Background: an optimization exercise with open tools, aiming at small area, a short achievable clock period and few clock cycles per item. Do not read the settings as production practice. RTL that was checked went through simulation tests only; none was proved equivalent to the original. For run 9, only the layout was checked, not whether the RTL still works. No driver is modelled on the clock port, so clocking that relies on it looks cheaper here than on a real chip. Power figures rest on the tool's default switching activity, not on a simulated workload.

--- flow/design.v ---
`timescale 1ns/100ps
package cache_pkg;
	localparam int ADDR_W = 32;
	typedef logic [ADDR_W-1:0] addr_t;
	typedef enum logic {
		OP_WRITE = 1'b0,
		OP_READ  = 1'b1
	} cache_op_e;
	typedef enum logic [1:0] {
		IDLE,        
		WRITE_BACK,  
		FILL,        
		DONE         
	} ctrl_state_e;
endpackage
`timescale 1ns/100ps
`timescale 1ns/100ps
`timescale 1ns/100ps
module cache_2way #(
	parameter int WIDTH = 128,
	parameter int DEPTH = 4,
	localparam int BYTES = WIDTH / 8
) (
	input  logic             clk,
	input  logic             reset,
	input  cache_pkg::addr_t addr,
	input  logic             read_write,
	input  logic             master_enable,
	input  logic [BYTES-1:0] byte_enable,
	input  logic [WIDTH-1:0] data_in,
	output logic [WIDTH-1:0] data_out,
	output logic             hit,
	output logic             mem_write_req,
	output cache_pkg::addr_t mem_write_addr,
	output logic [WIDTH-1:0] mem_write_data,
	input  logic             mem_write_ack,
	output logic             mem_read_req,
	output cache_pkg::addr_t mem_read_addr,
	input  logic [WIDTH-1:0] mem_read_data,
	input  logic             mem_read_ack
);
	localparam int OFF_W = $clog2(BYTES);
	localparam int IDX_W = $clog2(DEPTH);
	localparam int TAG_W = cache_pkg::ADDR_W - OFF_W - IDX_W;
	logic [1:0][TAG_W-1:0] tags  [DEPTH];
	logic [1:0][WIDTH-1:0] lines [DEPTH];
	logic [DEPTH-1:0][1:0] valid;
	logic [DEPTH-1:0][1:0] dirty;
	logic                  wb_done;    
	logic                  fill_held;  
	logic [WIDTH-1:0]      fill_buf;
	logic [IDX_W-1:0]      idx;
	logic [TAG_W-1:0]      tag;
	logic                  is_write;
	logic [1:0]            set_dirty;
	logic [1:0][TAG_W-1:0] set_tag;
	logic [WIDTH-1:0]      lru_line;   
	logic [DEPTH-1:0][1:0] match;
	logic [DEPTH-1:0]      set_victim_dirty;
	logic [1:0]            slot_hit;
	logic                  lookup_hit;
	logic                  victim_dirty;
	logic                  fill_ok;
	logic                  wb_ok;
	logic                  commit;
	logic [IDX_W-1:0]      last_idx;   
	logic [WIDTH-1:0]      line_new;
	assign idx      = addr[OFF_W +: IDX_W];
	assign tag      = addr[cache_pkg::ADDR_W-1 -: TAG_W];
	assign is_write = (read_write == cache_pkg::OP_WRITE);
	assign set_dirty = dirty[idx];
	assign set_tag   = tags[idx];
	assign lru_line  = lines[idx][1];
	for (genvar s = 0; s < DEPTH; s++) begin : g_cmp
		for (genvar w = 0; w < 2; w++) begin : g_slot
			assign match[s][w] = valid[s][w] && (idx == s) && (tags[s][w] == tag);
		end
		assign set_victim_dirty[s] = (idx == s) && valid[s][1] && dirty[s][1];
	end
	always_comb begin
		slot_hit = '0;
		for (int s = 0; s < DEPTH; s++)
			slot_hit = slot_hit | match[s];
	end
	assign lookup_hit   = |slot_hit;
	assign victim_dirty = |set_victim_dirty;
	assign mem_write_req  = master_enable && !lookup_hit && victim_dirty && !wb_done;
	assign mem_write_addr = {set_tag[1], idx, {OFF_W{1'b0}}};
	assign mem_write_data = lru_line;
	assign mem_read_req   = master_enable && !lookup_hit && !fill_held;
	assign mem_read_addr  = {addr[cache_pkg::ADDR_W-1:OFF_W], {OFF_W{1'b0}}};
	assign fill_ok = fill_held || mem_read_ack;
	assign wb_ok   = !victim_dirty || wb_done || mem_write_ack;
	assign hit     = lookup_hit || (fill_ok && wb_ok);
	assign commit  = master_enable && hit;
	always_comb begin
		for (int b = 0; b < BYTES; b++) begin
			logic wbe;
			wbe = is_write && byte_enable[b];
			line_new[8*b +: 8] = ({8{!reset && wbe}} & data_in[8*b +: 8])
				| ({8{!reset && !wbe && slot_hit[1]}} & lru_line[8*b +: 8])
				| ({8{!reset && !wbe && !lookup_hit && !fill_held}} & mem_read_data[8*b +: 8])
				| ({8{!reset && !wbe && !lookup_hit && fill_held}} & fill_buf[8*b +: 8]);
		end
	end
	for (genvar s = 0; s < DEPTH; s++) begin : g_set
		logic              mru_we;  
		logic              lru_we;  
		logic [BYTES-1:0]  byte_we;
		assign mru_we = (commit && (idx == s)) || (reset && s == 0);
		assign lru_we = commit && (idx == s) && !slot_hit[0];
		for (genvar b = 0; b < BYTES; b++) begin : g_byte
			assign byte_we[b] = mru_we && (!slot_hit[0] || (is_write && byte_enable[b]) || reset);
			always_ff @(posedge clk) begin
				if (byte_we[b])
					lines[s][0][8*b +: 8] <= line_new[8*b +: 8];
			end
		end
		always_ff @(posedge clk) begin
			if (mru_we) begin
				tags[s][0]  <= tag;
				dirty[s][0] <= is_write || (|(slot_hit & set_dirty));
			end
			if (lru_we) begin
				lines[s][1] <= lines[s][0];
				tags[s][1]  <= tags[s][0];
				dirty[s][1] <= dirty[s][0];
			end
		end
		always_ff @(posedge clk) begin
			if (reset) begin
				valid[s] <= '0;
			end else begin
				if (mru_we)
					valid[s][0] <= 1'b1;
				if (lru_we)
					valid[s][1] <= valid[s][0];
			end
		end
	end
	always_ff @(posedge clk) begin
		if (mem_read_ack)
			fill_buf <= mem_read_data;
	end
	always_ff @(posedge clk) begin
		if (reset || commit) begin
			wb_done   <= 1'b0;
			fill_held <= 1'b0;
		end else begin
			if (mem_write_req && mem_write_ack)
				wb_done <= 1'b1;
			if (mem_read_req && mem_read_ack)
				fill_held <= 1'b1;
		end
	end
	always_ff @(posedge clk) begin
		if (reset)
			last_idx <= '0;
		else if (commit)
			last_idx <= idx;
	end
	assign data_out = lines[last_idx][0];
endmodule
--- flow/flow/run.sh ---
#!/bin/bash
# The standard layout, with two changes made through ORFS's own variables:
# - ports are buffered with the smallest buffer (buf_1) rather than the
#   delay buffer buffer_ports picks by default; timing repair still sizes
#   them up where paths need it;
# - clock tree synthesis clusters more sinks per leaf buffer and inserts no
#   dummy loads.
# Each make run writes its full output to a log of its own here, besides
# ORFS's per-step logs under orfs/logs.
set -euo pipefail
export BUFFER_PORTS_ARGS="-buffer_cell sky130_fd_sc_hd__buf_1"
export CTS_ARGS="-sink_clustering_enable -repair_clock_nets -dont_use_dummy_load -sink_clustering_size 26 -sink_clustering_max_diameter 80"
bash standard.sh > standard.log 2>&1
--- flow/standard.sh ---
#!/bin/bash
# synth_recipe.tcl (not shown) runs the flow's synth.tcl, then flattens the netlist and writes it again
# the make line also repeats each setting of config.mk as NAME=value (left out here)
make -C /OpenROAD-flow-scripts/flow DESIGN_CONFIG=/design/flow/config.mk WORK_HOME=/design/flow/orfs CLKGATE_MAP_FILE= SYNTH_SCRIPT=/design/flow/synth_recipe.tcl "${@:-finish}"
--- flow/config.mk ---
export PLATFORM = sky130hd
export DESIGN_NAME = cache_2way
export DESIGN_NICKNAME = cache_2way
export VERILOG_FILES = /design/flow/design.v
export SDC_FILE = /design/flow/constraint.sdc
export NUM_CORES = 4
export LEC_CHECK = 0
export CAP_MARGIN = 20
export CORE_MARGIN = 2
export CORE_UTILIZATION = 55
export SETUP_SLACK_MARGIN = 1.5
export SLEW_MARGIN = 20
export TNS_END_PERCENT = 5
--- flow/constraint.sdc ---
create_clock -name core_clock -period 5.5 [get_ports {clk}]
set_input_delay 1.1000 -clock core_clock [delete_from_list [all_inputs] [get_ports {clk}]]
set_output_delay 1.1000 -clock core_clock [all_outputs]
set_load 0.01 [all_outputs]
==> summary.txt, run 1 <==
* Worst Path Arrival at 2.96 ns
* Die footprint at approximately 110000 um2
* Worst r2r dst: lines[1][11]$_DFFE_PP_
* FILL cells at about 7.5k
* RSZ-0062 raised after global routing: yes
* Max-slew violations at 0
* Asr flop ratio synth at 0%
* VDD IR-drop max at around 0.25 mV
* Met2 Usage GRT at 49.5%
* Post-Syn Instances at 3044
* Period utilisation layout at 73.8%
* R2R Path Start: tags[3][41]$_DFFE_PP_
* Die W at 325 um
* Post-route DRC at 0
* Placed instance area at 61400 um2
* HP Class: reg2reg
* Crit path capture type: output pin
* Synth top cells by count: edfxtp_1, mux4_2, nand3_1, nor2_1, xor2_1
* CP Class: in2out
* IO Count at 633
* Post-Layout Inst Area at about 64000 um2
* Critical Path Start: addr[21]
* Sw Share at 23.6%
* Slew headroom at between 20 and 25%
* Initial antenna violation count at 7
* Effective utilization at floorplan at 55.6%
* Core Rows at 117
* Final setup viols at 0
* Crit Path Max Fanout at 4
* Synth warn at 3
* Max-cap violation count at 0
* Port-buffer cells at 620
* Post-DRT Antenna Nets at 0
* Syn Area/Cell at 18.6 um2
* Count leader, synth: edfxtp_1
* Final worst setup slack at about 1.4 ns
* Share of the synthesized area in the top cell type at between 70% and 80%
* 1st-iter DRT viols at 3475
* Outcome: finished clean
* Power share of the clock group at between 20% and 30%
* PwrDens at 305 nW/um2
* Leakage power at 20.4 nW
* Routed vias at 31.8k
* Final Wtd Congestion at between 0.9 and 1
* Post-place setup slack at between 0.3 and 0.4 ns
* Worst slew pin tran at about 1.1 ns
* Reg2reg path depth at 9
* DR WL/cell at 31.6 um
* Worst skew pair latency at between 0.6 and 0.7 ns
* Maximum clock path buffer count at 3
* Fmax at 0.246 GHz
* HPWL after DPL at 107 mm
* Routed wire length at 160 mm
* Post-placement cell count at 4972
* First-pass GRT wire length at 228 mm
* Final hold violations at 0
* Remaining Overflow, GRT at 0
* Top cells by area, synth: edfxtp_1, mux4_2, mux2_2
* Total GRT Usage at between 30% and 40%
* Yosys reg bits at 1380
* Critical path endpoint: hit
* NetSw at 4.60 mW
* Area grow syn2layout at 13.0%
* Crit path largest cell delay at 0.34 ns
* Core Region at roughly 100000 um2
* Fin cells at between 5k and 6k
* Cells along the critical path: buf_1 > xor2_1 > nor4_4 > nand4_1 > o22ai_4 > nor2_4 > and3_4 > inv_4 > buf_6
* Die height at roughly 320 um
* Critical Path RT at 4.40 ns
* Pwr Total at 19.5 mW
* Synth Flop Type: edfxtp_1
* Register area share after synthesis at 73.0%
* # clock sinks at 1380
* Share of cells above drive strength 1 at 21.8%
* Vias per inst at 6.29
* CP max stage cell: o22ai_4
* Logic pwr share at between 10% and 20%
* Startpoint type of the worst setup path: input port
* Setup tns final at 0 ns
* Post-synth EDFFs at 1368
* CTS tree: done
* Cell accounting for the most synthesized area: edfxtp_1
* Fin crit period at 4.06 ns
* Routing usage on met3 at under 10%
* Finished Core Util at 62.8%
* Flop pwr share at a little over 60%
* Cell Area, Synth at approximately 57000 um2
* Clk pin slew, worst setup/hold paths at 0.10 ns
* Global Route met1 Usage at 41.5%
* R2R setup slack at 1.77 ns
* Vias in the first global route at 32.4k
* Cell internal pwr at approximately 15 mW
* Largest net degree at the start of global routing at roughly 100
* CTS buffer count at between 60 and 70
* Layout Skew at around 0.036 ns
* H-tree depth at 3
* Layout net count at 3997
* Grt peak-use layer: met2
* Clock Root Buffer: clkbuf_16
* Netlist cell types at 45
* Drt pass-1 iters at 5
* WHS at 0.429 ns
## registers in the layout, summed over array words and instances (netlist names)
register	count
tags	208
fill_buf	128
last_idx	2
fill_held	1
lines	1024
valid	8
dirty	8
wb_done	1
## cells in the final DEF, fill, tap and decap left out, drive strengths merged, types with 4 or more instances in the layout
| cell | count |
|---|---|
| a21oi | 130 |
| nand3b | 5 |
| nand2 | 4 |
| conb | 8 |
| edfxtp | 1368 |
| o211a | 16 |
| nor3 | 74 |
| a211oi | 128 |
| nand3 | 140 |
| mux4 | 284 |
| xor2 | 134 |
| diode | 4 |
| clkbuf | 72 |
| xnor2 | 74 |
| nor4 | 33 |
| nor2b | 19 |
| mux2 | 128 |
| dfxtp | 12 |
| and3b | 4 |
| nand4 | 24 |
| mux2i | 4 |
| nand2b | 28 |
| nor2 | 140 |
| buf | 823 |
## power groups by stage
stage	combinational, mW	sequential [mW]	clock (mW)
global placement	2.07	12.3	0
finish	2.17	12.1	5.26
detailed placement	2.09	12.4	0
floorplan	1.19	12.3	0
CTS	2.15	12.1	5.38
global route	2.28	12.2	5.69
## area by class of cell
class	count	area (um2)	share of cell area (%)
antenna	4	10.0	0.0156
sequential	1380	41300	64.6
clock buffer	66	1650	2.58
inverter	4	21.3	0.0332
timing repair buffer	830	4520	7.06
tap	1368	1710	2.67
multi-input combinational	1405	14800	23.1
## worst min-delay path by stage
| stage | from | endpoint | slack [ns] | cells past startpoint |
|---|---|---|---|---|
| after floorplan | dirty[4]$_DFFE_PP_ | dirty[5]$_DFFE_PP_ | 0.42 | 0 |
| after global placement | lines[3][117]$_DFFE_PP_ | lines[3][245]$_DFFE_PP_ | 0.42 | 0 |
| after detailed placement | lines[0][91]$_DFFE_PP_ | lines[0][219]$_DFFE_PP_ | 0.43 | 0 |
| after CTS | lines[2][6]$_DFFE_PP_ | lines[2][134]$_DFFE_PP_ | 0.43 | 0 |
| after global routing | lines[2][6]$_DFFE_PP_ | lines[2][134]$_DFFE_PP_ | 0.43 | 0 |
| final | lines[3][7]$_DFFE_PP_ | lines[3][135]$_DFFE_PP_ | 0.43 | 0 |
## worst max-delay path, delay by kind of cell
family | cells | cell delay, ns
AO/OA/AOI/OAI | 1 | 0.34
XOR/XNOR | 1 | 0.23
buffers and inverters | 3 | 0.40
AND/OR/NAND/NOR | 4 | 0.89
## cell families (layout without fill, tap and decap cells)
logic type | Yosys count | count (layout) | synth area share [%]
XOR/XNOR | 208 | 208 | 3.22
flip-flops | 1380 | 1380 | 73.0
other | 1 | 12 | 0.00662
AO/OA/AOI/OAI | 291 | 291 | 3.43
multiplexers | 416 | 416 | 13.9
AND/OR/NAND/NOR | 482 | 482 | 4.28
buffers and inverters | 266 | 900 | 2.18
## repair_timing
| action | in CTS | in global routing |
|---|---|---|
| endpoints found under the setup margin | 1476 | 125 |
| gates resized for setup | 98 | 64 |
| pin swaps | 17 | 27 |
| hold buffers | 0 | 0 |
| cloned | 1 | 1 |
| buffers inserted | 5 | 8 |
## metal layers
metal  vias up  wire [um]
met5         -         24
met1     16793      63000
li1      13411          -
met4         4       4690
met3       193      13100
met2      1419      78800
Testbench counts, summed over its fixed seeds: cycles 43,878, items 24,000.
==> run 2: changes to the inputs <==
--- a/flow/flow/run.sh
+++ b/flow/flow/run.sh
@@ -6,3 +6,5 @@
 # - clock tree synthesis clusters more sinks per leaf buffer and inserts no
-#   dummy loads.
+#   dummy loads;
+# - after clock tree synthesis, a few more setup repair passes on the worst
+#   paths (flow/post_cts.tcl).
 # Each make run writes its full output to a log of its own here, besides
@@ -12,2 +14,3 @@
 export CTS_ARGS="-sink_clustering_enable -repair_clock_nets -dont_use_dummy_load -sink_clustering_size 26 -sink_clustering_max_diameter 80"
+export POST_CTS_TCL="$PWD/flow/post_cts.tcl"
 bash standard.sh > standard.log 2>&1
==> flow/flow/post_cts.tcl (new file) <==
# Extra setup repair passes after clock tree synthesis, aimed at the worst
# paths only, then legalise the placement again.
estimate_parasitics -placement
for {set i 0} {$i < 3} {incr i} {
  repair_timing -setup -setup_margin 2.0 -repair_tns 0 -verbose
}
detailed_placement
check_placement -verbose
==> summary.txt, run 2 <==
* Critical Path RT at approximately 4.4 ns
* Period utilisation layout at 72.7%
* Pwr Total at 19.6 mW
* Vias per inst at 6.30
* Share of cells above drive strength 1 at 22.7%
* Die footprint at 106000 um2
* Cell accounting for the most synthesized area: edfxtp_1
* Remaining Overflow, GRT at 0
* HP Class: reg2reg
* Largest net degree at the start of global routing at 98
* Synth top cells by count: edfxtp_1, mux4_2, nand3_1, nor2_1, xor2_1
* Final Wtd Congestion at 0.905
* VDD IR-drop max at 0.263 mV
* DR WL/cell at 31.6 um
* CTS tree: done
* Share of the synthesized area in the top cell type at 72.6%
* Syn Area/Cell at 18.6 um2
* Initial antenna violation count at 7
* Layout Skew at roughly 0.034 ns
* Startpoint type of the worst setup path: input port
* Netlist cell types at 45
* First-pass GRT wire length at 229 mm
* Die height at 325 um
* Hold Path Depth at 0
* Final hold violations at 0
* Post-Syn Instances at 3044
* Reg2reg path depth at 9
* Total GRT Usage at 30.3%
* Fin crit period at around 4.0 ns
* Final setup viols at 0
* R2R setup slack at 1.76 ns
* CP Class: in2out
* Post-DRT Antenna Nets at 0
* Min-delay src: lines[1][10]$_DFFE_PP_
* Crit path capture type: output pin
* Max-slew violations at 0
* Cell Area, Synth at around 57000 um2
* Area grow syn2layout at 13.8%
* Die W at 325 um
* 1st-iter DRT viols at 3507
* Fmax at 0.250 GHz
* Max reg flops at 1024
* Core Region at ~100000 um2
* Drt pass-1 iters at 5
* Max-cap violation count at 0
* Worst skew pair latency at about 0.66 ns
* WHS at 0.433 ns
* Crit Path Max Fanout at 9
* # clock sinks at 1380
* Finished Core Util at 63.2%
* Count leader, synth: edfxtp_1
* Hold Path Sink: lines[1][138]$_DFFE_PP_
* Routed wire length at 160 mm
* Outcome: finished clean
* Largest regs: lines (1024), tags (208), fill_buf (128)
* Worst Path Arrival at 2.90 ns
* Top cells by area, synth: edfxtp_1, mux4_2, mux2_2
* Asr flop ratio synth at 0%
* Most flop-heavy register: lines
* HPWL after DPL at approximately 110 mm
* Worst r2r dst: lines[1][11]$_DFFE_PP_
* Post-synth EDFFs at between 1k and 1.5k
* Layout net count at 4010
* Synth Flop Type: edfxtp_1
* Leakage power at 20.6 nW
* R2R Path Start: tags[3][41]$_DFFE_PP_
* Commonest non-fill, non-tap cell in the layout: edfxtp_1
* IO Count at roughly 630
* PwrDens at between 300 and 400 nW/um2
* Routed vias at 31.9k
* RSZ-0062 raised after global routing: yes
* Port-buffer cells at 620
* Post-route DRC at 0
* Slew headroom at 21.8%
* Register area share after synthesis at about 73%
* Commonest cells after routing, fill and taps aside: edfxtp_1, buf_1, mux4_2
* Worst slew pin tran at 1.17 ns
* Clk pin slew, worst setup/hold paths at about 0.090 ns
* Synth warn at 3
* Setup tns final at 0 ns
* Vias in the first global route at between 30k and 40k
* Effective utilization at floorplan at a little under three fifths
* Core Rows at 117
* Yosys reg bits at 1380
[run 2: cell count changes in the layout (fill, tap and decap cells not counted), sizes merged]
cell | before | now
clkbuf | 72 | 76
buf | 823 | 832
[run 2: metal layers]
metal	part of all wire, %	vias up	track usage, %	wire length, um
met5	0.015	-	0	24
met4	2.8	4	8.29	4550
met3	8.6	189	6.16	13800
met2	49	1505	49.8	79000
met1	39	16799	41.6	62800
li1	-	13435	-	-
[run 2: area by class of cell]
type,instances,area [um2]
Sequential cell,1380,41300
Fill cell,7436,37500
Multi-Input combinational cell,1405,15000
Timing Repair Buffer,843,4750
Tap cell,1368,1710
Clock buffer,66,1650
Inverter,4,21.3
Antenna cell,4,10.0
[run 2: stage by stage]
| stage | instances | area (um2) | setup WS [ns] |
|---|---|---|---|
| after global routing | 5069 | 64400 | 1.45 |
| after detailed placement | 4972 | 61400 | 0.356 |
| after floorplan | 3051 | 56600 | 0.275 |
| after global placement | 4972 | 61400 | 0.454 |
| final | 5070 | 64400 | 1.50 |
[run 2: cell families (layout without fill, tap and decap cells)]
kind of cell              Yosys count  count (layout)  synth area share [%]
AOI/OAI and AO/OA                 291             291                  3.43
xor gates and xnor gates          208             208                  3.22
buffers and inverters             266             913                  2.18
DFF                              1380            1380                  73.0
muxes                             416             416                  13.9
other                               1              12               0.00662
and+or+nand+nor                   482             482                  4.28
[run 2: worst max-delay path by stage]
stage               slack (ns)  cells past startpoint      from                      to
global placement          0.45                     10  addr[18]  lines[2][30]$_DFFE_PP_
finish                    1.50                      8  addr[18]            mem_read_req
detailed placement        0.36                     10  addr[18]  lines[3][11]$_DFFE_PP_
floorplan                 0.28                      8   addr[4]      dirty[5]$_DFFE_PP_
global route              1.45                     10  addr[31]            mem_read_req
[run 2: where the power goes]
group	internal, mW	switching (mW)
Sequential	12.0	0.157
Combinational	0.842	1.36
Clock	2.16	3.10
[run 2: worst max-delay path: stages]
cell and delay (ns):
buf_6 0.13, xor2_2 0.16, nor4_4 0.41, nand4_1 0.30, o22ai_4 0.33, or2_4 0.21
nor3_2 0.05, buf_4 0.21
==> run 3: changes to the inputs <==
--- a/flow/flow/run.sh
+++ b/flow/flow/run.sh
@@ -1,3 +1,4 @@
 #!/bin/bash
-# The standard layout, with two changes made through ORFS's own variables:
+# The standard layout, with these changes made through ORFS's own variables
+# and hooks:
 # - ports are buffered with the smallest buffer (buf_1) rather than the
--- a/flow/config.mk
+++ b/flow/config.mk
@@ -9,3 +9,3 @@
 export CORE_MARGIN = 2
-export CORE_UTILIZATION = 55
+export CORE_UTILIZATION = 60
 export SETUP_SLACK_MARGIN = 1.5
==> summary.txt, run 3 <==
* Outcome: finished clean
* VDD IR-drop max at 0.284 mV
* HP Class: reg2reg
* Initial antenna violation count at 14
* WHS at around 0.42 ns
* Most flop-heavy register: lines
* Asr flop ratio synth at 0%
* CTS tree: done
* Total GRT Usage at 32.2%
* Routed wire length at 156 mm
* Max-cap violation count at 0
* Share of cells above drive strength 1 at about 22%
* Pwr Total at 19.5 mW
* Synth Flop Type: edfxtp_1
* Period utilisation layout at 73.9%
* Effective utilization at floorplan at 60.6%
* Remaining Overflow, GRT at 0
* First-pass GRT wire length at 225 mm
* Commonest cells after routing, fill and taps aside: edfxtp_1, buf_1, mux4_2
* Fmax at 0.246 GHz
* RSZ-0062 raised after global routing: yes
* Setup tns final at 0 ns
* Cell accounting for the most synthesized area: edfxtp_1
* Critical Path RT at 4.40 ns
* Worst slew pin tran at 1.21 ns
* Share of the synthesized area in the top cell type at 72.6%
* DR WL/cell at between 30 and 40 um
* Crit path capture type: output pin
* Commonest non-fill, non-tap cell in the layout: edfxtp_1
* Core Region at between 90000 and 100000 um2
* 1st-iter DRT viols at around 3.8k
* HPWL after DPL at 102 mm
* Layout Skew at 0.0600 ns
* Clk pin slew, worst setup/hold paths at 0.09 ns
* Slew headroom at between 10% and 20%
* Drt pass-1 iters at 5
* Synth warn at 3
* Die height at 311 um
* Core Rows at 112
* Worst Path Arrival at 2.96 ns
* # clock sinks at 1380
* Port-buffer cells at between 600 and 700
* Post-Layout Inst Area at 63600 um2
* Leakage power at slightly above 20 nW
* Top cells by area, synth: edfxtp_1, mux4_2, mux2_2
* Max-slew violations at 0
* Final setup viols at 0
* Worst skew pair latency at 0.67 ns
* Register area share after synthesis at 73.0%
* Finished Core Util at 68.1%
* Netlist cell types at 45
* Post-Syn Instances at 3044
* Post-synth EDFFs at 1368
* Startpoint type of the worst setup path: input port
* Die footprint at approximately 97000 um2
* Vias in the first global route at 32.4k
* IO Count at 633
* Largest net degree at the start of global routing at 97
* Crit Path Max Fanout at 7
* Area grow syn2layout at 12.4%
* Final Wtd Congestion at 0.893
* PwrDens at 306 nW/um2
* Cell Area, Synth at 56600 um2
* Yosys reg bits at between 1k and 1.5k
* Post-route DRC at 0
* Synth top cells by count: edfxtp_1, mux4_2, nand3_1, nor2_1, xor2_1
* Count leader, synth: edfxtp_1
* CP Class: in2out
* Die W at 311 um
* Routed vias at 32.1k
* Vias per inst at 6.53
* Placed instance area at 60800 um2
* Final hold violations at 0
* Largest regs: lines (1024), tags (208), fill_buf (128)
* Fin crit period at 4.06 ns
* Syn Area/Cell at 18.6 um2
* Layout net count at around 4k
* Max reg flops at 1024
* Post-DRT Antenna Nets at 0
## run 3: cell counts after synthesis
No cell type changed its count.
## run 3: final cells by class
type	count	area (um2)
Multi-Input combinational cell	1406	14900
Tap cell	1254	1570
Clock buffer	66	1650
Inverter	4	21.3
Fill cell	6410	29800
Antenna cell	10	25.0
Timing Repair Buffer	799	4170
Sequential cell	1380	41300
## run 3: critical path, cell delays in order
cell and delay, ns:
clkbuf_4 0.17, xnor2_1 0.35, nand4_1 0.28, nor4_4 0.37, a221oi_4 0.15, buf_4 0.17, and3_4 0.19, inv_4 0.06
buf_6 0.09
## run 3: kinds of logic after synthesis
| kind of cell | share of synthesized area (%) |
|---|---|
| DFF | 73.0 |
| and+or+nand+nor | 4.28 |
| muxes | 13.9 |
| AOI/OAI and AO/OA | 3.43 |
| buffers and inverters | 2.18 |
| xor gates and xnor gates | 3.22 |
| other | 0.00662 |
## run 3: final timing paths
check                          from                 endpoint  slack [ns]  cells after the start
max                        addr[17]                      hit        1.44                      9
min          lines[0][12]$_DFFE_PP_  lines[0][140]$_DFFE_PP_        0.42                      0
max reg2reg   tags[2][11]$_DFFE_PP_   lines[2][13]$_DFFE_PP_        1.78                     12
min reg2reg  lines[0][12]$_DFFE_PP_  lines[0][140]$_DFFE_PP_        0.42                      0
## run 3: metal layers
metal,track usage [%],vias to the layer above,wire length (um)
li1,-,13337,-
met1,44.7,16803,59300
met2,52.3,1759,76600
met3,6.78,231,15700
met4,9.54,12,4530
met5,0,-,84
## run 3: metrics by stage
stage	setup slack [ns]	instances
global placement	0.536	4822
floorplan	0.275	3051
finish	1.44	4919
detailed placement	0.530	4822
global route	1.39	4912
## run 3: power by group
| part | internal, mW | total [mW] | switching, mW | leakage (nW) |
|---|---|---|---|---|
| Clock | 2.16 | 5.23 | 3.07 | 0.813 |
| Sequential | 12.0 | 12.1 | 0.160 | 12.9 |
| Combinational | 0.803 | 2.13 | 1.32 | 6.55 |
==> run 4: changes to the inputs <==
--- a/flow/config.mk
+++ b/flow/config.mk
@@ -7,7 +7,7 @@
 export LEC_CHECK = 0
-export CAP_MARGIN = 20
+export CAP_MARGIN = 5
 export CORE_MARGIN = 2
-export CORE_UTILIZATION = 60
+export CORE_UTILIZATION = 55
 export SETUP_SLACK_MARGIN = 1.5
-export SLEW_MARGIN = 20
+export SLEW_MARGIN = 5
 export TNS_END_PERCENT = 5
==> summary.txt, run 4 <==
* Layout net count at around 4.0k
* Startpoint type of the worst setup path: input port
* Die height at between 300 and 400 um
* Layout Skew at between 0.03 and 0.04 ns
* Synth Flop Type: edfxtp_1
* Core Rows at 117
* Vias per inst at 6.30
* Critical Path RT at 4.40 ns
* Max reg flops at 1024
* FILL cells at ~7.4k
* Slew headroom at 21.8%
* Effective utilization at floorplan at roughly 56%
* Setup tns final at 0 ns
* Core Region at 102000 um2
* Max-slew violations at 0
* Commonest non-fill, non-tap cell in the layout: edfxtp_1
* Share of the synthesized area in the top cell type at 72.6%
* First-pass GRT wire length at 229 mm
* Most flop-heavy register: lines
* Routed wire length at 160 mm
* Crit path capture type: output pin
* Power share of the clock group at 26.9%
* Drt pass-1 iters at 5
* Cell accounting for the most synthesized area: edfxtp_1
* PwrDens at 304 nW/um2
* Post-Syn Instances at 3044
* Final setup viols at 0
* Post-route DRC at 0
* Flop pwr share at 61.9%
* Logic pwr share at between 10 and 15%
* Total GRT Usage at between 30 and 40%
* Count leader, synth: edfxtp_1
* Sw Share at about a quarter
* Pwr Total at 19.6 mW
* Initial antenna violation count at 7
* Fmax at 0.250 GHz
* Leakage power at 20.6 nW
* Post-DRT Antenna Nets at 0
* 1st-iter DRT viols at 3507
* CTS tree: done
* CP Class: in2out
* VDD IR-drop max at 0.263 mV
* Worst slew pin tran at 1.17 ns
* Die W at 325 um
* Outcome: finished clean
* Fin crit period at approximately 4.0 ns
* Worst Path Arrival at 2.90 ns
* Syn Area/Cell at 18.6 um2
* Asr flop ratio synth at 0%
* Worst skew pair latency at 0.66 ns
* Post-synth EDFFs at 1368
* Cell internal pwr at 15.0 mW
* Register area share after synthesis at 73.0%
* Commonest cells after routing, fill and taps aside: edfxtp_1, buf_1, mux4_2
* NetSw at around 4.6 mW
* Final Wtd Congestion at 0.905
* Crit Path Max Fanout at 9
* Reg2reg path depth at 9
* DR WL/cell at 31.6 um
* Largest regs: lines (1024), tags (208), fill_buf (128)
* Top cells by area, synth: edfxtp_1, mux4_2, mux2_2
* IO Count at 633
* Clk pin slew, worst setup/hold paths at 0.09 ns
* Routed vias at 31.9k
* HPWL after DPL at 107 mm
* Netlist cell types at 45
* Max-cap violation count at 0
* HP Class: reg2reg
* Synth warn at 3
* Hold Path Depth at 0
* R2R setup slack at 1.76 ns
* Remaining Overflow, GRT at 0
* Placed instance area at 61400 um2
* Synth top cells by count: edfxtp_1, mux4_2, nand3_1, nor2_1, xor2_1
* Vias in the first global route at approximately 33k
* Largest net degree at the start of global routing at 98
* Port-buffer cells at 620
* Final hold violations at 0
* Post-Layout Inst Area at 64400 um2
* Share of cells above drive strength 1 at 22.7%
* # clock sinks at approximately 1.4k
* Die footprint at 106000 um2
* Cell Area, Synth at 56600 um2
* Area grow syn2layout at 13.8%
* Period utilisation layout at 72.7%
* RSZ-0062 raised after global routing: yes
* Yosys reg bits at roughly 1.4k
-- run 4: metal layers --
metal | share of wire [%] | up-vias | track usage [%]
met5 | 0.015 | - | 0
met1 | 39 | 16799 | 41.6
met2 | 49 | 1505 | 49.8
li1 | - | 13435 | -
met4 | 2.8 | 4 | 8.29
met3 | 8.6 | 189 | 6.16
-- run 4: cell type report --
class                      count  area [um2]  share of cell area [%]
multi-input combinational   1405       15000                    23.2
tap                         1368        1710                    2.66
inverter                       4        21.3                  0.0330
clock buffer                  66        1650                    2.56
timing repair buffer         843        4750                    7.37
sequential                  1380       41300                    64.1
antenna                        4        10.0                  0.0155
-- run 4: cells by family (layout without fill, tap and decap cells) --
group / Yosys count / in the layout / synth area share [%]
multiplexers: 416 / 416 / 13.9
flip-flops: 1380 / 1380 / 73.0
buffers and inverters: 266 / 913 / 2.18
AND/OR/NAND/NOR: 482 / 482 / 4.28
other: 1 / 12 / 0.00662
AO/OA/AOI/OAI: 291 / 291 / 3.43
XOR/XNOR: 208 / 208 / 3.22
-- run 4: final timing paths --
path,from,end
worst max-delay path,addr[18],mem_read_req
worst min register to register,lines[1][10]$_DFFE_PP_,lines[1][138]$_DFFE_PP_
worst max register to register,tags[3][41]$_DFFE_PP_,lines[1][11]$_DFFE_PP_
worst min-delay path,lines[1][10]$_DFFE_PP_,lines[1][138]$_DFFE_PP_
-- run 4: per-stage QoR --
| step | util [%] | hold WS (ns) | cells | setup slack (ns) |
|---|---|---|---|---|
| 6_report | 63.2 | 0.433 | 5070 | 1.50 |
| 5_1_grt | 63.2 | 0.430 | 5069 | 1.45 |
| 3_5_place_dp | 60.2 | 0.429 | 4972 | 0.356 |
| 3_3_place_gp | 60.2 | 0.422 | 4972 | 0.454 |
| 2_1_floorplan | - | 0.421 | 3051 | 0.275 |
-- run 4: worst max-delay path, cell delays in order --
cell and delay (ns):
buf_6 0.13, xor2_2 0.16, nor4_4 0.41, nand4_1 0.30, o22ai_4 0.33, or2_4 0.21, nor3_2 0.05, buf_4 0.21
-- run 4: power groups by stage --
| stage | registers (mW) | clock network (mW) | logic [mW] |
|---|---|---|---|
| 2_1_floorplan | 12.3 | 0 | 1.19 |
| 3_3_place_gp | 12.3 | 0 | 2.07 |
| 3_5_place_dp | 12.4 | 0 | 2.09 |
| 5_1_grt | 12.2 | 5.69 | 2.32 |
| 6_report | 12.1 | 5.26 | 2.20 |
==> run 5: changes to the inputs <==
--- a/flow/config.mk
+++ b/flow/config.mk
@@ -7,3 +7,3 @@
 export LEC_CHECK = 0
-export CAP_MARGIN = 5
+export CAP_MARGIN = 20
 export CORE_MARGIN = 2
@@ -11,3 +11,3 @@
 export SETUP_SLACK_MARGIN = 1.5
-export SLEW_MARGIN = 5
+export SLEW_MARGIN = 20
 export TNS_END_PERCENT = 5
==> summary.txt, run 5 <==
* Area grow syn2layout at 13.8%
* Worst slew pin tran at ~1.2 ns
* Cell Area, Synth at 56600 um2
* CTS tree: done
* Worst Path Arrival at a little under 3 ns
* HP Class: reg2reg
* Cell accounting for the most synthesized area: edfxtp_1
* DR WL/cell at between 30 and 40 um
* Final setup viols at 0
* Synth warn at 3
* Synth top cells by count: edfxtp_1, mux4_2, nand3_1, nor2_1, xor2_1
* Synth Area in XOR/XNOR at roughly 3.2%
* RSZ-0062 raised after global routing: yes
* Port-buffer cells at 620
* Post-Syn Instances at 3044
* Post-synthesis mux area share at 13.9%
* Post-synth EDFFs at around 1.4k
* Min-delay src: lines[1][10]$_DFFE_PP_
* Count leader, synth: edfxtp_1
* Post-DRT Antenna Nets at 0
* Outcome: finished clean
* Max reg flops at about 1.0k
* R2R Path Start: tags[3][41]$_DFFE_PP_
* Die footprint at between 100000 and 150000 um2
* Remaining Overflow, GRT at 0
* Share of the synthesized area in the top cell type at 72.6%
* Core Region at 102000 um2
* CP Class: in2out
* Slew headroom at 21.8%
* Synth Flop Type: edfxtp_1
* Max-cap violation count at 0
* Syn Area/Cell at 18.6 um2
* Total GRT Usage at 30.3%
* Routed wire length at 160 mm
* FILL cells at 7436
* Netlist cell types at 45
* Clk pin slew, worst setup/hold paths at 0.09 ns
* Adder-Cell Fraction of Synth Area at 0%
* Largest regs: lines (1024), tags (208), fill_buf (128)
* Largest family of logic cells by synthesized area: multiplexers
* Layout net count at roughly 4k
* Most flop-heavy register: lines
* Initial antenna violation count at 7
* Critical Path Start: addr[18]
* Critical Path RT at 4.40 ns
* Largest net degree at the start of global routing at 98
* Leakage power at 20.6 nW
* WHS at 0.433 ns
* Share of cells above drive strength 1 at 22.7%
* Yosys reg bits at ~1.4k
* Setup tns final at 0 ns
* Die W at 325 um
* Core Rows at 117
* Effective utilization at floorplan at about 56%
* Fin crit period at 4.00 ns
* Die height at roughly 320 um
* Layout Skew at 0.0339 ns
* Crit Path Max Fanout at 9
* Period utilisation layout at 72.7%
* Final hold violations at 0
* Register area share after synthesis at 73.0%
* IO Count at 633
* Asr flop ratio synth at 0%
* PwrDens at 304 nW/um2
* Crit path capture type: output pin
* Max-slew violations at 0
* Final Wtd Congestion at around 0.90
* # clock sinks at around 1.4k
* Drt pass-1 iters at 5
* 1st-iter DRT viols at 3507
* VDD IR-drop max at approximately 0.26 mV
* Routed vias at between 30k and 40k
* Commonest non-fill, non-tap cell in the layout: edfxtp_1
* HPWL after DPL at 107 mm
* Compound-Gate Fraction of Synth Area at 3.43%
* Commonest cells after routing, fill and taps aside: edfxtp_1, buf_1, mux4_2
* Fmax at 0.250 GHz
* First-pass GRT wire length at 229 mm
* Vias in the first global route at 32.6k
* Top cells by area, synth: edfxtp_1, mux4_2, mux2_2
* Post-route DRC at 0
* Startpoint type of the worst setup path: input port
* Worst skew pair latency at 0.66 ns
* Synth Area in Simple Gates at under 10%
* Vias per inst at 6.30
==> run 5: layer usage <==
layer | global-route usage (%) | wire [um] | vias up
li1 | - | - | 13435
met1 | 41.6 | 62800 | 16799
met2 | 49.8 | 79000 | 1505
met3 | 6.16 | 13800 | 189
met4 | 8.29 | 4550 | 4
met5 | 0 | 24 | -
==> run 5: logic make-up after synthesis <==
kind of cell / count (synthesis)
compound gates: 291
xor+xnor: 208
buf+inv: 266
flops: 1380
mux: 416
other cells: 1
simple gates: 482
==> run 5: path summary, 6_finish.rpt <==
path	to	slack (ns)	cells past startpoint
hold reg to reg	lines[1][138]$_DFFE_PP_	0.43	0
hold / removal	lines[1][138]$_DFFE_PP_	0.43	0
setup / recovery	mem_read_req	1.50	8
setup reg to reg	lines[1][11]$_DFFE_PP_	1.76	9
==> run 5: area by class of cell <==
cell class | instances | area [um2] | area share [%]
tap | 1368 | 1710 | 2.66
inverter | 4 | 21.3 | 0.0330
clock buffer | 66 | 1650 | 2.56
sequential | 1380 | 41300 | 64.1
antenna | 4 | 10.0 | 0.0155
multi-input combinational | 1405 | 15000 | 23.2
timing repair buffer | 843 | 4750 | 7.37
==> run 5: metrics by stage <==
step / utilization, % / power, mW / worst slack [ns] / instances / area, um2
6_report: 63.2 / 19.6 / 1.50 / 5070 / 64400
5_1_grt: 63.2 / 20.2 / 1.45 / 5069 / 64400
3_5_place_dp: 60.2 / 14.5 / 0.356 / 4972 / 61400
3_3_place_gp: 60.2 / 14.4 / 0.454 / 4972 / 61400
2_1_floorplan: - / 13.5 / 0.275 / 3051 / 56600
==> run 5: where the power goes <==
part / internal (mW) / switching [mW] / leakage (nW) / total [mW]
sequential: 12.0 / 0.157 / 12.9 / 12.1
combinational: 0.842 / 1.36 / 6.90 / 2.20
clock: 2.16 / 3.10 / 0.813 / 5.26
==> run 5: critical path, cell delays in order <==
cell     delay (ns)
buf_6          0.13
xor2_2         0.16
nor4_4         0.41
nand4_1        0.30
o22ai_4        0.33
or2_4          0.21
nor3_2         0.05
buf_4          0.21
==> run 6: changes to the inputs <==
--- a/flow/flow/run.sh
+++ b/flow/flow/run.sh
@@ -14,3 +14,3 @@
 export BUFFER_PORTS_ARGS="-buffer_cell sky130_fd_sc_hd__buf_1"
-export CTS_ARGS="-sink_clustering_enable -repair_clock_nets -dont_use_dummy_load -sink_clustering_size 26 -sink_clustering_max_diameter 80"
+export CTS_ARGS="-sink_clustering_enable -repair_clock_nets -dont_use_dummy_load -sink_clustering_size 34 -sink_clustering_max_diameter 70"
 export POST_CTS_TCL="$PWD/flow/post_cts.tcl"
==> summary.txt, run 6 <==
* Syn Area/Cell at 18.6 um2
* Leakage power at slightly above 20 nW
* DR WL/cell at 31.6 um
* Clk pin slew, worst setup/hold paths at 0.10 ns
* Die W at about 320 um
* IO Count at 633
* Most flop-heavy register: lines
* Layout Skew at 0.0706 ns
* Post-Syn Instances at about 3.0k
* Post-synth EDFFs at 1368
* Synth Flop Type: edfxtp_1
* Fin crit period at around 4.0 ns
* # clock sinks at approximately 1.4k
* Fin cells at 5082
* Effective utilization at floorplan at 55.6%
* Core Rows at about 120
* Largest net degree at the start of global routing at 98
* Worst Path Arrival at 2.94 ns
* CP Class: in2out
* Crit path capture type: output pin
* Share of the synthesized area in the top cell type at 72.6%
* Grt peak-use layer: met2
* Max reg flops at 1024
* Slew headroom at 21.7%
* FILL cells at around 7.4k
* Share of cells above drive strength 1 at 22.8%
* Die height at about 320 um
* Outcome: finished clean
* Vias per inst at approximately 6.3
* Drt pass-1 iters at 6
* Worst slew pin tran at 1.17 ns
* HP Class: reg2reg
* Crit path largest cell delay at 0.40 ns
* Largest regs: lines (1024), tags (208), fill_buf (128)
* Routed vias at 32.1k
* Worst skew pair latency at 0.68 ns
* Netlist cell types at 45
* RSZ-0062 raised after global routing: yes
* Layout net count at 4021
* Met2 Usage GRT at approximately half
* Total GRT Usage at 30.3%
* Final Wtd Congestion at about 0.90
* Synth top cells by count: edfxtp_1, mux4_2, nand3_1, nor2_1, xor2_1
* Routed wire length at 161 mm
* Post-placement cell count at 4972
* Commonest cells after routing, fill and taps aside: edfxtp_1, buf_1, mux4_2
* Die footprint at 106000 um2
* Final setup viols at 0
* Hold Path Sink: lines[2][225]$_DFFE_PP_
* PwrDens at 308 nW/um2
* CP max stage cell: nor4_4
* Setup tns final at 0 ns
* HPWL after DPL at 107 mm
* Core Region at ~100000 um2
* Asr flop ratio synth at 0%
* R2R Path Start: tags[0][12]$_DFFE_PP_
* First-pass GRT wire length at around 230 mm
* Synth warn at 3
* Reg2reg path depth at 12
* Min-delay src: lines[2][97]$_DFFE_PP_
* Yosys reg bits at 1380
* Register area share after synthesis at approximately 73%
* Global Route met1 Usage at 41.8%
* Startpoint type of the worst setup path: input port
* Max-cap violation count at 0
* Hold Path Depth at 0
* R2R setup slack at 1.85 ns
* Critical Path RT at ~4.4 ns
* Post-DRT Antenna Nets at 0
* Cells along the critical path: buf_8 > xor2_4 > nor4_4 > nand4_1 > o22ai_4 > or2_4 > nor3_2 > buf_4
* Count leader, synth: edfxtp_1
* Top cells by area, synth: edfxtp_1, mux4_2, mux2_2
* Fmax at 0.248 GHz
* Vias in the first global route at 32.7k
* Initial antenna violation count at 7
* Post-route DRC at 0
* Period utilisation layout at 73.4%
* Cell accounting for the most synthesized area: edfxtp_1
* Commonest non-fill, non-tap cell in the layout: edfxtp_1
* Routing usage on met3 at approximately 6.1%
* Worst r2r dst: lines[0][8]$_DFFE_PP_
* Crit Path Max Fanout at 4
* Area grow syn2layout at 14.1%
* Max-slew violations at 0
* Remaining Overflow, GRT at 0
* Port-buffer cells at slightly above 600
* Final hold violations at 0
* 1st-iter DRT viols at 3657
* Cell Area, Synth at 56600 um2
* VDD IR-drop max at 0.252 mV
* CTS tree: done
-- run 6: cell counts after synthesis --
Identical to the previous run, type by type.
-- run 6: power breakdown --
group | internal (mW) | total (mW) | switching [mW]
combinational | 0.840 | 2.20 | 1.36
clock | 2.44 | 5.61 | 3.17
sequential | 12.0 | 12.1 | 0.157
total | 15.2 | 19.9 | 4.69
-- run 6: cell type report --
class | count | area [um2] | share of cell area [%]
inverter | 4 | 21.3 | 0.0329
timing repair buffer | 845 | 4740 | 7.33
clock buffer | 75 | 1880 | 2.90
tap | 1368 | 1710 | 2.65
antenna | 5 | 12.5 | 0.0194
multi-input combinational | 1405 | 14900 | 23.1
sequential | 1380 | 41300 | 64.0
-- run 6: stage by stage --
stage               instance area, um2  setup WS [ns]  utilization [%]  hold WS [ns]  total power, mW
global placement                 61400          0.454             60.2         0.422             14.4
detailed placement               61400          0.356             60.2         0.429             14.5
finish                           64600           1.46             63.4         0.405             19.9
global route                     64600           1.40             63.4         0.410             20.5
floorplan                        56600          0.275                -         0.421             13.5
-- run 6: critical path, delay by kind of cell --
kind / cells / cell delay, ns
simple gates: 4 / 0.96
compound gates: 1 / 0.34
buf+inv: 2 / 0.33
xor+xnor: 1 / 0.19
-- run 6: layer usage --
metal | wire length [um] | vias up
met5 | 26 | -
li1 | - | 13464
met3 | 14000 | 212
met2 | 79000 | 1537
met1 | 62800 | 16859
met4 | 5000 | 4
-- run 6: worst max path at each step --
stage / end / cells after the start / from
5_1_grt: mem_read_req / 11 / addr[6]
3_5_place_dp: lines[3][11]$_DFFE_PP_ / 10 / addr[18]
6_report: mem_read_req / 8 / addr[21]
3_3_place_gp: lines[2][30]$_DFFE_PP_ / 10 / addr[18]
2_1_floorplan: dirty[5]$_DFFE_PP_ / 8 / addr[4]
-- run 6: cells by family after synthesis --
logic type                share of synthesized area [%]
AOI/OAI and AO/OA                                  3.43
xor gates and xnor gates                           3.22
buffers and inverters                              2.18
muxes                                              13.9
other                                           0.00662
and+or+nand+nor                                    4.28
DFF                                                73.0
==> run 7: changes to the inputs <==
--- a/flow/flow/run.sh
+++ b/flow/flow/run.sh
@@ -14,3 +14,3 @@
 export BUFFER_PORTS_ARGS="-buffer_cell sky130_fd_sc_hd__buf_1"
-export CTS_ARGS="-sink_clustering_enable -repair_clock_nets -dont_use_dummy_load -sink_clustering_size 34 -sink_clustering_max_diameter 70"
+export CTS_ARGS="-sink_clustering_enable -repair_clock_nets -dont_use_dummy_load -sink_clustering_size 26 -sink_clustering_max_diameter 80"
 export POST_CTS_TCL="$PWD/flow/post_cts.tcl"
--- a/flow/flow/post_cts.tcl
+++ b/flow/flow/post_cts.tcl
@@ -4,3 +4,3 @@
 for {set i 0} {$i < 3} {incr i} {
-  repair_timing -setup -setup_margin 2.0 -repair_tns 0 -verbose
+  repair_timing -setup -setup_margin 2.5 -repair_tns 0 -verbose
 }
--- a/flow/config.mk
+++ b/flow/config.mk
@@ -10,3 +10,3 @@
 export CORE_UTILIZATION = 55
-export SETUP_SLACK_MARGIN = 1.5
+export SETUP_SLACK_MARGIN = 2.0
 export SLEW_MARGIN = 20
==> summary.txt, run 7 <==
* Core Region at 102000 um2
* Critical Path RT at approximately 4.4 ns
* Largest regs: lines (1024), tags (208), fill_buf (128)
* CTS tree: done
* Max-slew violations at 0
* Synth Flop Type: edfxtp_1
* Core Rows at 117
* Cells along the critical path: buf_12 > buf_8 > buf_6 > xnor2_4 > nand4_1 > nor4_4 > o2bb2ai_4 > buf_6 > nor2_4 > and3_4 > inv_4 > buf_6
* Yosys reg bits at 1380
* Top cells by area, synth: edfxtp_1, mux4_2, mux2_2
* RSZ-0062 raised after global routing: yes
* VDD IR-drop max at 0.307 mV
* Share of the synthesized area in the top cell type at 72.6%
* Post-synth EDFFs at 1368
* Initial antenna violation count at 13
* Port-buffer cells at 620
* Final worst setup slack at 1.47 ns
* Area grow syn2layout at 14.1%
* Drt pass-1 iters at 5
* PwrDens at 300 nW/um2
* Synth top cells by count: edfxtp_1, mux4_2, nand3_1, nor2_1, xor2_1
* Post-place setup slack at 0.553 ns
* Cell accounting for the most synthesized area: edfxtp_1
* Share of cells above drive strength 1 at 22.7%
* Most flop-heavy register: lines
* Worst skew pair latency at ~0.72 ns
* Cell Area, Synth at ~57000 um2
* Die W at between 300 and 400 um
* Syn Area/Cell at 18.6 um2
* Commonest non-fill, non-tap cell in the layout: edfxtp_1
* Final setup viols at 0
* Layout net count at 3998
* Crit Path Max Fanout at 4
* Startpoint type of the worst setup path: input port
* Slew headroom at 30.7%
* Vias per inst at about 6.4
* Routed vias at around 32k
* Crit path capture type: output pin
* Vias in the first global route at 32.6k
* Die height at 325 um
* Worst Path Arrival at between 2 and 3 ns
* Asr flop ratio synth at 0%
* Commonest cells after routing, fill and taps aside: edfxtp_1, buf_1, mux4_2
* Count leader, synth: edfxtp_1
* First-pass GRT wire length at 231 mm
* Routed wire length at 162 mm
* Largest net degree at the start of global routing at 135
* Remaining Overflow, GRT at 0
* Post-Syn Instances at 3044
* Max reg flops at 1024
* Crit path largest cell delay at 0.35 ns
* Layout Skew at 0.0402 ns
* Period utilisation layout at 73.2%
* Max-cap violation count at 0
* Fmax at 0.248 GHz
* Leakage power at approximately 21 nW
* HP Class: reg2reg
* Setup tns final at 0 ns
* # clock sinks at 1380
* CP Class: in2out
* Total GRT Usage at 30.5%
* HPWL after DPL at 105 mm
* Worst slew pin tran at 1.04 ns
* Pwr Total at 19.4 mW
* Placed instance area at 61100 um2
* CP max stage cell: nor4_4
* DR WL/cell at 32.1 um
* Post-route DRC at 0
* Post-Layout Inst Area at about 65000 um2
* Register area share after synthesis at about 73%
* Synth warn at 3
* Netlist cell types at 45
* IO Count at 633
* Final hold violations at 0
* Post-DRT Antenna Nets at 0
* 1st-iter DRT viols at 3496
* Die footprint at ~110000 um2
* Final Wtd Congestion at slightly below 0.9
* Fin crit period at 4.03 ns
* Clk pin slew, worst setup/hold paths at 0.10 ns
* Effective utilization at floorplan at 55.6%
* Outcome: finished clean
* Most used cell, CP: buf_6
==> run 7: cell counts after synthesis <==
No cell type changed its count.
==> run 7: per-layer routing <==
metal	share of wire (%)	track usage [%]	routed length [um]
met3	8.8	5.32	14300
met5	0.064	0	104
met4	2.8	8.44	4540
met1	39	42.5	63700
met2	49	50.2	79600
==> run 7: path summary, 6_finish.rpt <==
| path | cells after the start | slack [ns] | to | start |
|---|---|---|---|---|
| worst max register to register | 10 | 1.91 | lines[2][120]$_DFFE_PP_ | tags[3][41]$_DFFE_PP_ |
| worst min-delay path | 0 | 0.43 | lines[2][202]$_DFFE_PP_ | lines[2][74]$_DFFE_PP_ |
| worst max-delay path | 12 | 1.47 | hit | addr[12] |
| worst min register to register | 0 | 0.43 | lines[2][202]$_DFFE_PP_ | lines[2][74]$_DFFE_PP_ |
==> run 7: layout make-up <==
type | instances | area [um2]
diodes | 3 | 7.51
clock buffers | 60 | 1500
fillers | 7333 | 37300
inverters | 4 | 21.3
multi-input cells | 1405 | 14800
flip-flops and latches | 1380 | 41300
well taps | 1368 | 1710
repair buffers | 837 | 5170
==> run 7: where the power goes <==
| group | switching (mW) | internal, mW | leakage, nW | total [mW] |
|---|---|---|---|---|
| registers | 0.150 | 12.0 | 12.9 | 12.1 |
| clock network | 3.05 | 1.95 | 0.739 | 5.00 |
| logic | 1.37 | 0.879 | 7.02 | 2.25 |
==> run 7: cells by family (layout without fill, tap and decap cells) <==
kind of cell	after synthesis	after routing	share of synthesized area, %
AND/OR/NAND/NOR	482	482	4.28
other	1	11	0.00662
flip-flops	1380	1380	73.0
AO/OA/AOI/OAI	291	291	3.43
XOR/XNOR	208	208	3.22
multiplexers	416	416	13.9
buffers and inverters	266	901	2.18
==> run 7: critical path, delay by kind of cell <==
kind,cells,cell delay (ns)
xor+xnor,1,0.21
compound gates,1,0.18
buf+inv,6,0.65
simple gates,4,0.76
==> run 7: per-stage QoR <==
stage,instances,hold slack [ns],util (%)
3_5_place_dp,4939,0.427,60.0
3_3_place_gp,4939,0.422,60.0
6_report,5057,0.430,63.4
5_1_grt,5056,0.448,63.4
2_1_floorplan,3051,0.421,-
==> run 8: changes to the inputs <==
--- a/flow/design.v
+++ b/flow/design.v
@@ -75,13 +75,9 @@
 		for (genvar w = 0; w < 2; w++) begin : g_slot
-			assign match[s][w] = valid[s][w] && (idx == s) && (tags[s][w] == tag);
+			assign match[s][w] = valid[s][w] && (tags[s][w] == tag);
 		end
-		assign set_victim_dirty[s] = (idx == s) && valid[s][1] && dirty[s][1];
+		assign set_victim_dirty[s] = valid[s][1] && dirty[s][1];
 	end
-	always_comb begin
-		slot_hit = '0;
-		for (int s = 0; s < DEPTH; s++)
-			slot_hit = slot_hit | match[s];
-	end
+	assign slot_hit     = match[idx];
 	assign lookup_hit   = |slot_hit;
-	assign victim_dirty = |set_victim_dirty;
+	assign victim_dirty = set_victim_dirty[idx];
 	assign mem_write_req  = master_enable && !lookup_hit && victim_dirty && !wb_done;
--- a/flow/flow/run.sh
+++ b/flow/flow/run.sh
@@ -1,4 +1,3 @@
 #!/bin/bash
-# The standard layout, with these changes made through ORFS's own variables
-# and hooks:
+# The standard layout, with two changes made through ORFS's own variables:
 # - ports are buffered with the smallest buffer (buf_1) rather than the
--- a/flow/flow/post_cts.tcl
+++ b/flow/flow/post_cts.tcl
@@ -4,3 +4,3 @@
 for {set i 0} {$i < 3} {incr i} {
-  repair_timing -setup -setup_margin 2.5 -repair_tns 0 -verbose
+  repair_timing -setup -setup_margin 2.0 -repair_tns 0 -verbose
 }
--- a/flow/config.mk
+++ b/flow/config.mk
@@ -10,3 +10,3 @@
 export CORE_UTILIZATION = 55
-export SETUP_SLACK_MARGIN = 2.0
+export SETUP_SLACK_MARGIN = 1.5
 export SLEW_MARGIN = 20
==> summary.txt, run 8 <==
* Outcome: finished clean
* Cell Area, Synth at 55100 um2
* Die W at about 320 um
* Count leader, synth: edfxtp_1
* Cell accounting for the most synthesized area: edfxtp_1
* CP Class: in2out
* Initial antenna violation count at 27
* Final setup viols at 0
* Netlist cell types at 47
* Post-DRT Antenna Nets at 0
* Post-placement cell count at 4665
* HP Class: reg2reg
* Routed vias at 29.7k
* Post-synthesis mux area share at 14.0%
* FILL cells at 7189
* Core Region at 99700 um2
* Drt pass-1 iters at 5
* Crit path capture type: output pin
* Clk pin slew, worst setup/hold paths at 0.10 ns
* Syn Area/Cell at 20.0 um2
* Register area share after synthesis at 75.0%
* Synth Area in XOR/XNOR at 3.31%
* Synth Area in Simple Gates at 2.29%
* # clock sinks at 1380
* PwrDens at 305 nW/um2
* Crit Path Max Fanout at 7
* Core Rows at 116
* 1st-iter DRT viols at 3073
* RSZ-0062 raised after global routing: yes
* Compound-Gate Fraction of Synth Area at 3.59%
* Die footprint at 103000 um2
* Most flop-heavy register: lines
* Synth Flop Type: edfxtp_1
* Routed wire length at 152 mm
* Worst slew pin tran at about 1.1 ns
* Share of cells above drive strength 1 at about 20%
* Post-place setup slack at between 0.15 and 0.2 ns
* Layout Skew at 0.0536 ns
* Hold Path Depth at 0
* Vias in the first global route at just over 30k
* Largest family of logic cells by synthesized area: multiplexers
* Post-route DRC at 0
* Cells along the critical path: buf_8 > buf_8 > buf_12 > xor2_1 > nor4_2 > nand4_1 > o22a_2 > buf_6 > a21oi_4 > nor3_4 > buf_2
* Remaining Overflow, GRT at 0
* Reg2reg path depth at 10
* Port-buffer cells at between 600 and 700
* CP max stage cell: nor4_2
* Setup tns final at 0 ns
* Synth top cells by count: edfxtp_1, mux4_2, xor2_1, mux2i_1
* IO Count at approximately 630
* First-pass GRT wire length at 212 mm
* Vias per inst at 6.22
* Asr flop ratio synth at 0%
* Worst skew pair latency at 0.72 ns
* Startpoint type of the worst setup path: input port
* Leakage power at 19.6 nW
* Worst Path Arrival at 3.13 ns
* Critical Path RT at 4.40 ns
* Yosys reg bits at 1380
* Commonest non-fill, non-tap cell in the layout: edfxtp_1
* Share of the synthesized area in the top cell type at approximately three quarters
* Period utilisation layout at between 70% and 80%
* Die height at 321 um
* VDD IR-drop max at 0.252 mV
* Fin crit period at 4.23 ns
* CTS tree: done
* Final worst setup slack at 1.27 ns
* Most used cell, CP: buf_8
* HPWL after DPL at 103 mm
* Max-cap violation count at 0
* Area grow syn2layout at 13.7%
* Effective utilization at floorplan at a little under three fifths
* Fmax at 0.236 GHz
* Adder-Cell Fraction of Synth Area at 0%
* Placed instance area at 60100 um2
* Synth warn at 3
* Max-slew violations at 0
* Total GRT Usage at 29.3%
* Top cells by area, synth: edfxtp_1, mux4_2, xor2_1
* Max reg flops at slightly above 1k
* Slew headroom at 28.0%
* Finished Core Util at between 60% and 70%
* Layout net count at between 3k and 4k
* Final hold violations at 0
* Post-Syn Instances at between 2k and 3k
* Largest regs: lines (1024), tags (208), fill_buf (128)
* Post-Layout Inst Area at approximately 63000 um2
* Crit path largest cell delay at roughly 0.42 ns
* Pwr Total at 19.1 mW
* Fin cells at 4774
* WHS at 0.437 ns
* Largest net degree at the start of global routing at 85
* Commonest cells after routing, fill and taps aside: edfxtp_1, buf_1, mux4_2
* Post-synth EDFFs at approximately 1.4k
* DR WL/cell at ~32 um
* Final Wtd Congestion at ~0.86
==> run 8: routing by layer <==
metal | vias up | track usage [%] | part of all wire, % | wire (um)
met5 | - | 0 | 0.11 | 169
li1 | 12516 | - | - | -
met4 | 26 | 9.11 | 2.9 | 4430
met2 | 1242 | 49.3 | 51 | 76900
met3 | 221 | 6.83 | 8.5 | 12900
met1 | 15696 | 38.3 | 38 | 57300
==> run 8: final cells by class <==
type                       instances  area (um2)  area share, %
antenna                           17        42.5         0.0679
timing repair buffer             841        4720           7.53
sequential                      1380       41300           66.0
multi-input combinational       1170       13400           21.4
inverter                           8        30.0         0.0479
tap                             1298        1620           2.59
clock buffer                      60        1500           2.40
==> run 8: path summary, 6_finish.rpt <==
path	endpoint	startpoint	slack [ns]
setup reg to reg	tags[2][25]$_DFFE_PP_	tags[1][13]$_DFFE_PP_	1.68
setup / recovery	mem_read_req	addr[12]	1.27
hold reg to reg	lines[0][244]$_DFFE_PP_	lines[0][116]$_DFFE_PP_	0.44
hold / removal	lines[0][244]$_DFFE_PP_	lines[0][116]$_DFFE_PP_	0.44
==> run 8: kinds of logic after synthesis <==
logic type             after synthesis
flip-flops                        1380
XOR/XNOR                           208
other                                1
multiplexers                       418
buffers and inverters              207
AND/OR/NAND/NOR                    230
AO/OA/AOI/OAI                      306
==> run 8: report_power, final <==
group / leakage (nW) / switching [mW] / total, mW / internal (mW)
Clock: 0.739 / 3.02 / 4.97 / 1.95
Combinational: 6.05 / 1.24 / 1.97 / 0.731
Sequential: 12.8 / 0.162 / 12.2 / 12.0
Total: 19.6 / 4.43 / 19.1 / 14.7
==> run 8: critical path: cells and delay by family <==
kind / cells / cell delay (ns)
XOR/XNOR: 1 / 0.19
AND/OR/NAND/NOR: 3 / 0.64
buffers and inverters: 5 / 0.67
AO/OA/AOI/OAI: 2 / 0.52
Testbench counts of run 8, summed over its fixed seeds: cycles 43,878, items 24,000.
==> run 9: changes to the inputs <==
--- a/flow/design.v
+++ b/flow/design.v
@@ -80,3 +80,7 @@
 	assign slot_hit     = match[idx];
-	assign lookup_hit   = |slot_hit;
+	always_comb begin
+		lookup_hit = 1'b0;
+		for (int s = 0; s < DEPTH; s++)
+			lookup_hit = lookup_hit || ((idx == s) && (|match[s]));
+	end
 	assign victim_dirty = set_victim_dirty[idx];
--- a/flow/flow/run.sh
+++ b/flow/flow/run.sh
@@ -1,3 +1,4 @@
 #!/bin/bash
-# The standard layout, with two changes made through ORFS's own variables:
+# The standard layout, with these changes made through ORFS's own variables
+# and hooks:
 # - ports are buffered with the smallest buffer (buf_1) rather than the
==> summary.txt, run 9 <==
* Outcome: finished clean
* Share of cells above drive strength 1 at 19.6%
* HP Class: reg2reg
* Layout Skew at ~0.047 ns
* Initial antenna violation count at 21
* Core Rows at 117
* Area grow syn2layout at 13.2%
* Critical Path RT at 4.40 ns
* Count leader, synth: edfxtp_1
* Vias per inst at 6.39
* Setup tns final at 0 ns
* Synth Area in Simple Gates at 3.28%
* Clk pin slew, worst setup/hold paths at 0.10 ns
* RSZ-0062 raised after global routing: yes
* Commonest non-fill, non-tap cell in the layout: edfxtp_1
* Post-synth EDFFs at 1368
* FILL cells at 7357
* Synth warn at 3
* Largest family of logic cells by synthesized area: multiplexers
* PwrDens at 306 nW/um2
* Worst skew pair latency at approximately 0.7 ns
* CP Buf/Inv Count at 3
* Worst Path Arrival at 3.58 ns
* Met2 Usage GRT at 48.2%
* Adder-Cell Fraction of Synth Area at 0%
* Max-cap violation count at 0
* 1st-iter DRT viols at about 3.4k
* Vias in the first global route at 31.3k
* DR WL/cell at around 32 um
* Startpoint type of the worst setup path: input port
* Worst slew pin tran at 1.13 ns
* Crit path largest cell delay at 0.53 ns
* Grt peak-use layer: met2
* Crit Path Max Fanout at 6
* Finished Core Util at 62.6%
* Die footprint at 105000 um2
* # clock sinks at 1380
* Core Region at just over 100000 um2
* Layout net count at slightly below 4k
* Most flop-heavy register: lines
* Yosys reg bits at around 1.4k
* Routed vias at 31.5k
* Leakage power at 19.4 nW
* VDD IR-drop max at 0.248 mV
* Global Route met1 Usage at 39.9%
* First-pass GRT wire length at about 220 mm
* Routed wire length at 157 mm
* Cell family with most CP delay: simple AND/OR/NAND/NOR gates
* Cell accounting for the most synthesized area: edfxtp_1
* Effective utilization at floorplan at 55.3%
* Post-DRT Antenna Nets at 0
* Fin crit period at about 4.7 ns
* Die W at 324 um
* Syn Area/Cell at 19.5 um2
* Post-route DRC at 0
* CP Class: in2out
* Routing usage on met3 at approximately 6.8%
* Synth Area in XOR/XNOR at 3.24%
* Register area share after synthesis at 73.5%
* Post-synthesis mux area share at between 10% and 20%
* Cells along the critical path: buf_2 > buf_4 > xnor2_1 > nand4_1 > nor4_2 > nand4_1 > and3_4 > or4_4 > and3_4 > buf_6
* Netlist cell types at 44
* Cell Area, Synth at 56200 um2
* Synth top cells by count: edfxtp_1, mux4_2, mux2i_1, nand3_1, o211ai_1
* Period utilisation layout at a little under nine tenths
* Max-slew violations at 0
* Fmax at 0.214 GHz
* Share of the synthesized area in the top cell type at around 73%
* Drt pass-1 iters at 8
* Final Wtd Congestion at about 0.89
* Crit path capture type: output pin
* CP max stage cell: or4_4
* Die height at 324 um
* Port-buffer cells at 620
* Largest net degree at the start of global routing at ~150
* CTS tree: done
* Max reg flops at about 1k
* Post-Syn Instances at 2876
* Final hold violations at 0
* Synth Flop Type: edfxtp_1
* IO Count at 633
* Total GRT Usage at 29.5%
* Asr flop ratio synth at 0%
* Commonest cells after routing, fill and taps aside: edfxtp_1, buf_1, mux4_2
* Remaining Overflow, GRT at 0
* Top cells by area, synth: edfxtp_1, mux4_2, mux2i_1
* Largest regs: lines (1024), tags (208), fill_buf (128)
* HPWL after DPL at 104 mm
* Final setup viols at 0
* Slew headroom at 24.8%
* Compound-Gate Fraction of Synth Area at 4.08%
==> run 9: cell types whose count changed in the layout (fill, tap and decap cells not counted), moves of 27 or more <==
| cell | before | now |
|---|---|---|
| a22oi_1 | 128 | 0 |
| nand3_1 | 6 | 129 |
| nand4_1 | 12 | 40 |
| o2111ai_1 | 0 | 128 |
| o211ai_1 | 0 | 129 |
| o21ai_0 | 128 | 3 |
| xnor2_1 | 19 | 81 |
| xnor2_2 | 1 | 28 |
| xor2_1 | 176 | 87 |
==> run 9: routing by layer <==
layer | vias to the layer above | wire [um]
met5 | - | 145
met1 | 16594 | 60500
li1 | 13228 | -
met4 | 20 | 4930
met2 | 1460 | 77200
met3 | 238 | 14100
==> run 9: where the power goes <==
part | internal, mW | leakage (nW) | switching [mW]
Clock | 1.98 | 0.752 | 3.04
Combinational | 0.809 | 5.80 | 1.39
Sequential | 12.1 | 12.9 | 0.180
==> run 9: path summary, 6_finish.rpt <==
path	startpoint	slack [ns]	depth (start not counted)	end
setup / recovery	addr[17]	0.82	10	mem_write_req
hold / removal	lines[1][58]$_DFFE_PP_	0.43	0	lines[1][186]$_DFFE_PP_
setup reg to reg	tags[1][30]$_DFFE_PP_	1.17	12	lines[3][55]$_DFFE_PP_
hold reg to reg	lines[1][58]$_DFFE_PP_	0.43	0	lines[1][186]$_DFFE_PP_
==> run 9: stage by stage <==
step                total power [mW]  area [um2]  instances  hold WS, ns  worst slack [ns]
floorplan                       13.6       56400       2883        0.421              1.17
global placement                14.6       61100       4819        0.422             0.277
detailed placement              14.6       61100       4819        0.427             0.231
global route                    20.1       63600       4929        0.433             0.778
finish                          19.5       63600       4932        0.429             0.820
==> run 9: logic make-up (layout without fill, tap and decap cells) <==
kind of cell           Yosys count  count (layout)
AO/OA/AOI/OAI                  287             287
XOR/XNOR                       208             208
buffers and inverters          241             911
flip-flops                    1380            1380
multiplexers                   418             418
other                            1              19
AND/OR/NAND/NOR                341             341
==> run 9: cell type report <==
type	instances	area, um2	share of cell area [%]
diodes	11	27.5	0.0433
inverters	6	22.5	0.0354
clock buffers	61	1530	2.40
multi-input cells	1262	14300	22.5
flip-flops and latches	1380	41300	65.0
well taps	1368	1710	2.69
repair buffers	844	4660	7.33
==> run 9: worst register-to-register path: cells and delay by family, from the launching register on <==
| kind | cells | cell delay, ns |
|---|---|---|
| AND/OR/NAND/NOR | 6 | 1.88 |
| AO/OA/AOI/OAI | 1 | 0.45 |
| XOR/XNOR | 1 | 0.22 |
| flip-flops | 1 | 0.45 |
| buffers and inverters | 4 | 1.04 |

-- afterwards: timing with drivers on the ports --
Ports are ideal in the flow. The routed layouts listed here were re-timed in OpenROAD.
Step 1, drivers: a clkbuf_16 drives clk and a buf_2 each remaining input, both assumed.
Step 2 times the ports against the registers' clock, not the clock port: input delays grow and output delays shrink by t, the midpoint of the rising clock arrivals with the driver on.
a / b / c = ideal / step 1 / step 2; a / b = the first two.
run | t, ns | setup WS [ns] | worst setup path at the end | slew at the worst register clock pin (ns) | cell pins on the clock port's net
run 1 | 0.714 | 1.443 / 1.223 / 0.855 | input to register | 0.11 / 0.11 | 1
run 2 | 0.716 | 1.499 / 1.309 / 0.978 | input to register | 0.11 / 0.11 | 1
run 3 | 0.711 | 1.436 / 1.407 / 0.904 | input to register | 0.10 / 0.10 | 1
run 4 | 0.716 | 1.499 / 1.309 / 0.978 | input to register | 0.11 / 0.11 | 1
run 5 | 0.716 | 1.499 / 1.309 / 0.978 | input to register | 0.11 / 0.11 | 1
run 6 | 0.718 | 1.464 / 1.305 / 0.907 | input to register | 0.12 / 0.12 | 1
run 7 | 0.770 | 1.472 / 1.426 / 1.089 | input to register | 0.10 / 0.10 | 1
run 8 | 0.766 | 1.268 / 1.220 / 0.799 | input to register | 0.10 / 0.10 | 1
run 9 | 0.775 | 0.820 / 0.778 / 0.328 | input to register | 0.10 / 0.10 | 1
After both steps every run listed still meets setup and hold. For run 1, which loses most, drivers alone change the setup slack by -0.220 ns; drivers and shift together by -0.588 ns.
